This is an optimization exercise on Yosys and OpenROAD, whose aim is small area and few clock cycles, not a production implementation. RTL that was checked went through simulation tests only; none was proved equivalent to the original. Power is estimated from default activity; no workload was simulated.

== rev 12 ==
==> module host_write_port, before the edit <==
module host_write_port (
  input  logic                   clock,
  input  logic                   reset,
  input  logic                   req,
  input  usb_tx_pkg::host_byte_t wdata,
  output logic                   ack,
  output logic                   pid_error,
  output logic                   wr_en,
  input  logic                   wr_slot,
  input  logic                   full,
  output logic                   hdr_done,   
  input  logic                   pending
);
  typedef enum logic [1:0] {PH_LEN = 2'd0, PH_PID = 2'd1, PH_DATA = 2'd2} phase_t;
  phase_t     phase;
  logic [5:0] rem;      
  logic       pid_ok;
  logic       good;
  logic       last_in;
  logic       can;
  logic       accept;
  assign good     = (phase == PH_PID) ? (wdata[7:4] == ~wdata[3:0]) : pid_ok;
  assign last_in  = (rem == 6'd1);
  assign hdr_done = !(phase == PH_DATA && pid_ok);
  assign can    = (phase == PH_LEN) || !good ||
                  (wr_slot && !full && (phase == PH_DATA || !pending));
  assign accept = req && !ack && can;
  assign wr_en  = accept && phase != PH_LEN && good;
  always_ff @(posedge clock) begin
    if (reset) begin
      ack       <= 1'b0;
      pid_error <= 1'b0;
      phase     <= PH_LEN;
    end else begin
      ack       <= accept || (ack && req);
      pid_error <= accept && phase != PH_LEN && last_in && !good;
      if (accept) begin
        if (phase == PH_LEN) phase <= (wdata[5:0] != '0) ? PH_PID : PH_LEN;
        else                 phase <= last_in ? PH_LEN : PH_DATA;
      end
    end
  end
  always_ff @(posedge clock) begin
    if (accept) rem <= (phase == PH_LEN) ? wdata[5:0] : rem - 6'd1;
    if (accept && phase == PH_PID) pid_ok <= good;
  end
endmodule
Settings: LEC_CHECK=0, CAP_MARGIN=20, CORE_MARGIN=2, CORE_UTILIZATION=70, CTS_BUF_LIST=sky130_fd_sc_hd__clkbuf_8, CTS_CLUSTER_DIAMETER=60, CTS_CLUSTER_SIZE=20, SLEW_MARGIN=20; clock period 10.0 ns.
standard.sh (not shown) runs the stock make flow with config.mk's settings and CLKGATE_MAP_FILE= SYNTH_SCRIPT=/design/flow/synth_recipe.tcl, a recipe that flattens the netlist after the stock synthesis.
==> flow/flow/run.sh <==
#!/bin/bash
# The standard layout with two changes: synthesis maps the logic with an
# area-oriented ABC script (flow/synth.tcl, flow/area.abc), and the port
# buffers are the smallest buffer cell. Each step's output goes to its own log.
set -euo pipefail
here=$(pwd)
export BUFFER_PORTS_ARGS="-buffer_cell sky130_fd_sc_hd__buf_1"
export AREA_ABC_SCRIPT=$here/flow/area.abc
export FLOW_SYNTH_TCL=$here/synth_recipe.tcl
sed -E "s#SYNTH_SCRIPT=('[^']*'|[^ ]*)#SYNTH_SCRIPT=$here/flow/synth.tcl#" standard.sh > area_synth.sh
grep -q "SYNTH_SCRIPT=$here/flow/synth.tcl" area_synth.sh
bash area_synth.sh synth > synth_step.log 2>&1
bash standard.sh > layout_steps.log 2>&1
==> flow/flow/area.abc <==
&get -n
&st
&dch -f
&nf -R 1000
&put
strash
&get -n
&st
&dch -f
&nf -R 1000
&put
topo
dnsize -c
==> flow/flow/synth.tcl <==
# The standard flow's synthesis script, with ABC's logic mapping done by the area-oriented
# script flow/area.abc instead of ORFS's speed script. Registers are untouched.
proc abc {args} {
  set new {}
  set skip 0
  foreach a $args {
    if {$skip} { set skip 0; continue }
    if {$a eq "-script"} { set skip 1; lappend new -script $::env(AREA_ABC_SCRIPT); continue }
    lappend new $a
  }
  yosys abc {*}$new
}
source $::env(FLOW_SYNTH_TCL)
Input-level comparison between rev 13 and rev 12:
--- a/flow/design.v
+++ b/flow/design.v
@@ -36,38 +36,37 @@
   output logic                   hdr_done,   
   input  logic                   pending
 );
-  typedef enum logic [1:0] {PH_LEN = 2'd0, PH_PID = 2'd1, PH_DATA = 2'd2} phase_t;
-  phase_t     phase;
-  logic [5:0] rem;      
+  logic [5:0] rem;        
+  logic       pid_next;   
   logic       pid_ok;
+  logic       len_in;
+  logic       pid_in;
   logic       good;
   logic       last_in;
   logic       can;
   logic       accept;
-  assign good     = (phase == PH_PID) ? (wdata[7:4] == ~wdata[3:0]) : pid_ok;
+  assign len_in   = (rem == '0);
+  assign pid_in   = !len_in && pid_next;
+  assign good     = pid_in ? (wdata[7:4] == ~wdata[3:0]) : pid_ok;
   assign last_in  = (rem == 6'd1);
-  assign hdr_done = !(phase == PH_DATA && pid_ok);
-  assign can    = (phase == PH_LEN) || !good ||
-                  (wr_slot && !full && (phase == PH_DATA || !pending));
+  assign hdr_done = len_in || pid_in || !pid_ok;
+  assign can    = len_in || !good || (wr_slot && !full && !(pid_in && pending));
   assign accept = req && !ack && can;
-  assign wr_en  = accept && phase != PH_LEN && good;
+  assign wr_en  = accept && !len_in && good;
   always_ff @(posedge clock) begin
     if (reset) begin
       ack       <= 1'b0;
       pid_error <= 1'b0;
-      phase     <= PH_LEN;
+      rem       <= '0;
     end else begin
       ack       <= accept || (ack && req);
-      pid_error <= accept && phase != PH_LEN && last_in && !good;
-      if (accept) begin
-        if (phase == PH_LEN) phase <= (wdata[5:0] != '0) ? PH_PID : PH_LEN;
-        else                 phase <= last_in ? PH_LEN : PH_DATA;
-      end
+      pid_error <= accept && last_in && !good;
+      if (accept) rem <= len_in ? wdata[5:0] : rem - 6'd1;
     end
   end
   always_ff @(posedge clock) begin
-    if (accept) rem <= (phase == PH_LEN) ? wdata[5:0] : rem - 6'd1;
-    if (accept && phase == PH_PID) pid_ok <= good;
+    if (accept) pid_next <= len_in;
+    if (accept && pid_in) pid_ok <= good;
   end
 endmodule
 `default_nettype wire
### Flow results
- Row share of the clock period used by the worst path: rev 13 higher / rev 12 lower
- Diff rev 12 -> rev 13 | cell count after synthesis | decrease of 4
- Slew of the pin with the lowest slew margin in rev 13 is 20 ps above rev 12.
- Looking at total routing resource utilization after global routing across rev 13 and rev 12, the one that comes out lower is rev 13.
- Rev 13 ended with more reported net switching power than rev 12.
- The more densely filled core belongs to rev 12, not rev 13.
- Relative to rev 12, routing usage on met2 decreased by 2.7 points in rev 13.
- Run comparison: rev 12 timing startpoint of the critical path wdata[2]; rev 13 timing startpoint of the critical path u_line_serializer.state[1]
- Rev 13 | status: complete | timing, DRC, antenna: pass
- On rev 13: global placement routability congestion is 0.010 higher than what rev 12 gave.
- Rev 13: smallest setup slack after layout is 270 ps lower than what rev 12 reported.
Testbench counts of rev 13, summed over its fixed seeds: cycles 131,526.
The RTL of rev 12 was laid out without a check of its function.

---

usb_tx_top, a different RTL version from the one above (not shown whole).
For scale: roughly 320 flip-flops, roughly 17 I/O pins, about 0.0083 mm² of cells after synthesis.
==> module packet_buffer, before the edit <==
module packet_buffer (
  input  logic       clock,
  input  logic       reset,
  input  logic       wr_en,
  input  logic [7:0] wdata,
  output logic       wr_slot,    
  input  logic       rd_en,
  output logic       rd_slot,    
  output logic [7:0] tap,
  output logic       full,
  output logic       empty
);
  localparam int K = 31;
  localparam logic [4:0] Z     = 5'b11111;
  localparam logic [4:0] Z_M3  = 5'b10011;   
  logic [K*8-1:0] ring;
  logic [4:0]     wt;
  logic [4:0]     rt;
  logic           lw;    
  assign tap     = ring[K*8-1 -: 8];
  assign wr_slot = (wt == Z);
  assign rd_slot = (rt == Z);
  assign full    = (wt == rt) && lw;
  assign empty   = (wt == rt) && !lw;
  always_ff @(posedge clock) begin
    ring <= {ring[K*8-9:0], wr_en ? wdata : tap};
  end
  always_ff @(posedge clock) begin
    if (reset) begin
      wt <= Z;
      rt <= Z;
      lw <= 1'b0;
    end else begin
      wt <= wr_en ? Z_M3 : {wt[3:0], wt[4] ^ wt[2]};
      rt <= rd_en ? Z_M3 : {rt[3:0], rt[4] ^ rt[2]};
      if (wr_en || rd_en) lw <= wr_en;
    end
  end
endmodule
==> module line_serializer, before the edit <==
module line_serializer (
  input  logic              clock,
  input  logic              reset,
  input  logic              hdr_v,
  input  logic              hdr_done,
  output logic              hdr_take,
  output logic              draining,  
  input  logic              rd_slot,
  input  logic              empty,
  input  logic [7:0]        tap,
  output logic              rd_en,
  output usb_tx_pkg::line_t line,
  output logic              busy
);
  typedef enum logic [2:0] {
    S_IDLE = 3'b000,
    S_SYNC = 3'b001,
    S_PID  = 3'b010,
    S_DATA = 3'b011,
    S_CRC  = 3'b100,
    S_TAIL = 3'b110    
  } state_t;
  state_t      state;
  logic [1:0]  cyc;
  logic [2:0]  ones;
  logic [2:0]  bit_idx;
  logic [7:0]  sh;        
  logic [7:0]  nx;
  logic        nxv;
  logic        shv;       
  logic        lvl;
  logic        crc_lo;    
  logic [15:0] crc;
  logic        drained;   
  logic bit_sh;
  logic tick, stuff, tail, stream, in_byte, in_crc, cur, din;
  logic bitstep, bytedone, start, preload, sh_load, se0;
  assign tick     = (cyc == 2'd3);
  assign stuff    = (ones == 3'd6);
  assign busy     = (state != S_IDLE);
  assign tail     = (state == S_TAIL);
  assign stream   = busy && !tail;
  assign in_byte  = (state == S_PID) || (state == S_DATA);
  assign in_crc   = (state == S_CRC);
  assign bit_sh   = sh[bit_idx];
  assign cur      = (state == S_SYNC) ? (bit_idx == 3'd7) : in_crc ? ~crc[0] : bit_sh;
  assign din      = in_crc ? crc[0] : bit_sh;
  assign bitstep  = tick && stream && !stuff;
  assign bytedone = bitstep && (bit_idx == 3'd7);
  assign start    = !busy && hdr_v && hdr_done;
  assign hdr_take = start;
  assign preload  = (!busy || state == S_SYNC) && !shv && nxv;
  assign sh_load  = preload || (bytedone && in_byte && nxv);
  assign rd_en    = !nxv && rd_slot && !empty && !(busy && drained);
  assign draining = busy && !drained;
  assign se0  = tail && (bit_idx[0] ^ bit_idx[1]);
  assign line = {busy, busy && !se0 && lvl, busy && !se0 && !lvl};
  always_ff @(posedge clock) begin
    if (rd_en) nx <= tap;
    if (sh_load) sh <= nx;
    if (state == S_SYNC) crc <= 16'hFFFF;
    else if (bitstep && (state == S_DATA || in_crc))
      crc <= {1'b0, crc[15:1]} ^ ((crc[0] ^ din) ? 16'hA001 : 16'h0000);
    if (start) ones <= '0;
    else if (tick) ones <= (stuff || !cur || tail) ? 3'd0 : ones + 3'd1;
    if (start) lvl <= 1'b1;
    else if (tick && (stuff || (!cur && stream))) lvl <= !lvl;
    else if (tick && tail && bit_idx == 3'd2) lvl <= 1'b1;
  end
  always_ff @(posedge clock) begin
    if (reset) begin
      state   <= S_IDLE;
      nxv     <= 1'b0;
      shv     <= 1'b0;
      cyc     <= '0;
      bit_idx <= '0;
      drained <= 1'b0;
    end else begin
      cyc     <= busy ? cyc + 2'd1 : 2'd0;
      drained <= busy && (drained || empty);
      if (rd_en) nxv <= 1'b1;
      else if (sh_load) nxv <= 1'b0;
      if (bytedone && state == S_SYNC) shv <= 1'b0;
      else if (preload) shv <= 1'b1;
      if (start) bit_idx <= '0;
      else if (tick && !stuff) bit_idx <= bit_idx + 3'd1;
      if (bytedone && state == S_SYNC) crc_lo <= (sh[1:0] == 2'b11);
      else if (bytedone && in_crc) crc_lo <= 1'b0;
      if (start) state <= S_SYNC;
      else if (tick) begin
        case (state)
          S_SYNC:  if (bytedone) state <= S_PID;
          S_PID, S_DATA:
            if (bytedone) state <= nxv ? S_DATA : crc_lo ? S_CRC : S_TAIL;
          S_CRC:   if (bytedone && !crc_lo) state <= S_TAIL;
          S_TAIL:  if (!stuff && bit_idx == 3'd3) state <= S_IDLE;
          default: state <= S_IDLE;
        endcase
      end
    end
  end
endmodule
==> module usb_tx_top, before the edit <==
module usb_tx_top (
  input  logic                   clock,
  input  logic                   reset,
  input  logic                   req,
  input  usb_tx_pkg::host_byte_t wdata,
  output logic                   ack,
  output logic                   pid_error,
  output usb_tx_pkg::line_t      line,
  output logic                   busy
);
  logic       wr_en;
  logic       full;
  logic       empty;
  logic       wr_slot;
  logic       rd_slot;
  logic       rd_en;
  logic [7:0] tap;
  logic       hdr_v;
  logic       hdr_done;
  logic       hdr_take;
  logic       draining;
  host_write_port u_host_write_port (
    .clock     (clock),
    .reset     (reset),
    .req       (req),
    .wdata     (wdata),
    .ack       (ack),
    .pid_error (pid_error),
    .wr_en     (wr_en),
    .wr_slot   (wr_slot),
    .full      (full),
    .hdr_v     (hdr_v),
    .hdr_done  (hdr_done),
    .hdr_take  (hdr_take),
    .draining  (draining)
  );
  packet_buffer u_packet_buffer (
    .clock   (clock),
    .reset   (reset),
    .wr_en   (wr_en),
    .wdata   (wdata),
    .wr_slot (wr_slot),
    .rd_en   (rd_en),
    .rd_slot (rd_slot),
    .tap     (tap),
    .full    (full),
    .empty   (empty)
  );
  line_serializer u_line_serializer (
    .clock    (clock),
    .reset    (reset),
    .hdr_v    (hdr_v),
    .hdr_done (hdr_done),
    .hdr_take (hdr_take),
    .draining (draining),
    .rd_slot  (rd_slot),
    .empty    (empty),
    .tap      (tap),
    .rd_en    (rd_en),
    .line     (line),
    .busy     (busy)
  );
endmodule
Settings: LEC_CHECK=0, CAP_MARGIN=20, CORE_MARGIN=2, CORE_UTILIZATION=40, CTS_BUF_LIST=sky130_fd_sc_hd__clkbuf_8, CTS_CLUSTER_DIAMETER=60, CTS_CLUSTER_SIZE=20, SLEW_MARGIN=20; clock period 10.0 ns.
==> flow/flow/run.sh <==
#!/bin/bash
# The standard layout, with the port buffers made of the smallest buffer cell.
set -euo pipefail
export BUFFER_PORTS_ARGS="-buffer_cell sky130_fd_sc_hd__buf_1"
bash standard.sh > standard_flow.log 2>&1
Testbench counts at the start, summed over its fixed seeds: cycles 131,526.
Then changed:
--- a/flow/design.v
+++ b/flow/design.v
@@ -84,35 +84,36 @@
   input  logic       wr_en,
   input  logic [7:0] wdata,
   output logic       wr_slot,    
+  output logic [4:0] wa,
   input  logic       rd_en,
   output logic       rd_slot,    
+  output logic [4:0] ra,
   output logic [7:0] tap,
   output logic       full,
   output logic       empty
 );
   localparam int K = 31;
-  localparam logic [4:0] Z     = 5'b11111;
-  localparam logic [4:0] Z_M3  = 5'b10011;   
   logic [K*8-1:0] ring;
-  logic [4:0]     wt;
-  logic [4:0]     rt;
+  logic [4:0]     ph;    
   logic           lw;    
   assign tap     = ring[K*8-1 -: 8];
-  assign wr_slot = (wt == Z);
-  assign rd_slot = (rt == Z);
-  assign full    = (wt == rt) && lw;
-  assign empty   = (wt == rt) && !lw;
+  assign wr_slot = (wa == ph);
+  assign rd_slot = (ra == ph);
+  assign full    = (wa == ra) && lw;
+  assign empty   = (wa == ra) && !lw;
   always_ff @(posedge clock) begin
     ring <= {ring[K*8-9:0], wr_en ? wdata : tap};
   end
   always_ff @(posedge clock) begin
     if (reset) begin
-      wt <= Z;
-      rt <= Z;
+      ph <= 5'd1;
+      wa <= 5'd1;
+      ra <= 5'd1;
       lw <= 1'b0;
     end else begin
-      wt <= wr_en ? Z_M3 : {wt[3:0], wt[4] ^ wt[2]};
-      rt <= rd_en ? Z_M3 : {rt[3:0], rt[4] ^ rt[2]};
+      ph <= {ph[3:0], ph[4] ^ ph[2]};
+      if (wr_en) wa <= {wa[0], wa[4] ^ wa[2], wa[3] ^ wa[1], wa[2] ^ wa[0], wa[1] ^ wa[4] ^ wa[2]};
+      if (rd_en) ra <= {ra[0], ra[4] ^ ra[2], ra[3] ^ ra[1], ra[2] ^ ra[0], ra[1] ^ ra[4] ^ ra[2]};
       if (wr_en || rd_en) lw <= wr_en;
     end
   end
@@ -146,7 +147,7 @@
   logic [1:0]  cyc;
   logic [2:0]  ones;
   logic [2:0]  bit_idx;
-  logic [7:0]  sh;        
+  logic [7:0]  sh;
   logic [7:0]  nx;
   logic        nxv;
   logic        shv;       
@@ -154,7 +155,6 @@
   logic        crc_lo;    
   logic [15:0] crc;
   logic        drained;   
-  logic bit_sh;
   logic tick, stuff, tail, stream, in_byte, in_crc, cur, din;
   logic bitstep, bytedone, start, preload, sh_load, se0;
   assign tick     = (cyc == 2'd3);
@@ -164,9 +164,8 @@
   assign stream   = busy && !tail;
   assign in_byte  = (state == S_PID) || (state == S_DATA);
   assign in_crc   = (state == S_CRC);
-  assign bit_sh   = sh[bit_idx];
-  assign cur      = (state == S_SYNC) ? (bit_idx == 3'd7) : in_crc ? ~crc[0] : bit_sh;
-  assign din      = in_crc ? crc[0] : bit_sh;
+  assign cur      = (state == S_SYNC) ? (bit_idx == 3'd7) : in_crc ? ~crc[0] : sh[0];
+  assign din      = in_crc ? crc[0] : sh[0];
   assign bitstep  = tick && stream && !stuff;
   assign bytedone = bitstep && (bit_idx == 3'd7);
   assign start    = !busy && hdr_v && hdr_done;
@@ -180,6 +179,7 @@
   always_ff @(posedge clock) begin
     if (rd_en) nx <= tap;
     if (sh_load) sh <= nx;
+    else if (bitstep && in_byte) sh <= sh >> 1;
     if (state == S_SYNC) crc <= 16'hFFFF;
     else if (bitstep && (state == S_DATA || in_crc))
       crc <= {1'b0, crc[15:1]} ^ ((crc[0] ^ din) ? 16'hA001 : 16'h0000);
@@ -244,6 +244,8 @@
   logic [7:0] tap;
   logic       hdr_v;
   logic       hdr_done;
+  logic [4:0] wa;
+  logic [4:0] ra;
   logic       hdr_take;
   logic       draining;
   host_write_port u_host_write_port (
@@ -267,8 +269,10 @@
     .wr_en   (wr_en),
     .wdata   (wdata),
     .wr_slot (wr_slot),
+    .wa      (wa),
     .rd_en   (rd_en),
     .rd_slot (rd_slot),
+    .ra      (ra),
     .tap     (tap),
     .full    (full),
     .empty   (empty)
The new run produced a clean layout.
Critical path depth stays the same.
Via count rose by roughly a tenth.
Non-clock buffer count rose by 1.
Synthesized area rose by a few percent.
Routed wire length rose by a little under a tenth.
Power fell by a few percent.
Synthesized cell count rose by roughly a tenth.
Maximum frequency fell by a few percent.
Setup slack is worse by 0.11 ns.
Clock power fell by a few percent.
Count of clock-buffer cells in the layout is unchanged.
Testbench counts after the change, summed over its fixed seeds: cycles 131,526.

what the ideal ports hide:
The results above use ideal ports. As a check the final layouts listed here were re-extracted and re-timed, cells and wires unchanged. Step 1 (the two cells are an assumption about what drives the block):
set clk [get_ports {clock}]
set_driving_cell -lib_cell sky130_fd_sc_hd__clkbuf_16 $clk
set_driving_cell -lib_cell sky130_fd_sc_hd__buf_2 [delete_from_list [all_inputs] $clk]
Step 2 moves the port delays by t, midway between the first and last clock arrival at a register: inputs arrive t later, outputs are due t later. That takes back most of the time a late clock gives input paths. Slacks: ideal ports / drivers / drivers and shift; pairs: ideal ports / drivers.
run	shift t [ns]	setup WS [ns]	hold WS [ns]	worst setup path after step 2
rev 12	0.545	6.176 / 6.142 / 5.635	0.322 / 0.322 / 0.322	input to register
rev 13	0.552	5.908 / 5.873 / 5.412	0.319 / 0.319 / 0.319	input to register
the first run of note 2	0.566	6.002 / 5.965 / 5.658	0.325 / 0.325 / 0.325	input to register
the second run of note 2	0.576	5.897 / 5.856 / 6.014	0.324 / 0.324 / 0.324	input to register
After both steps every run listed still meets setup and hold. For rev 12, which loses most, drivers alone change the setup slack by -0.034 ns; drivers and shift together by -0.541 ns.
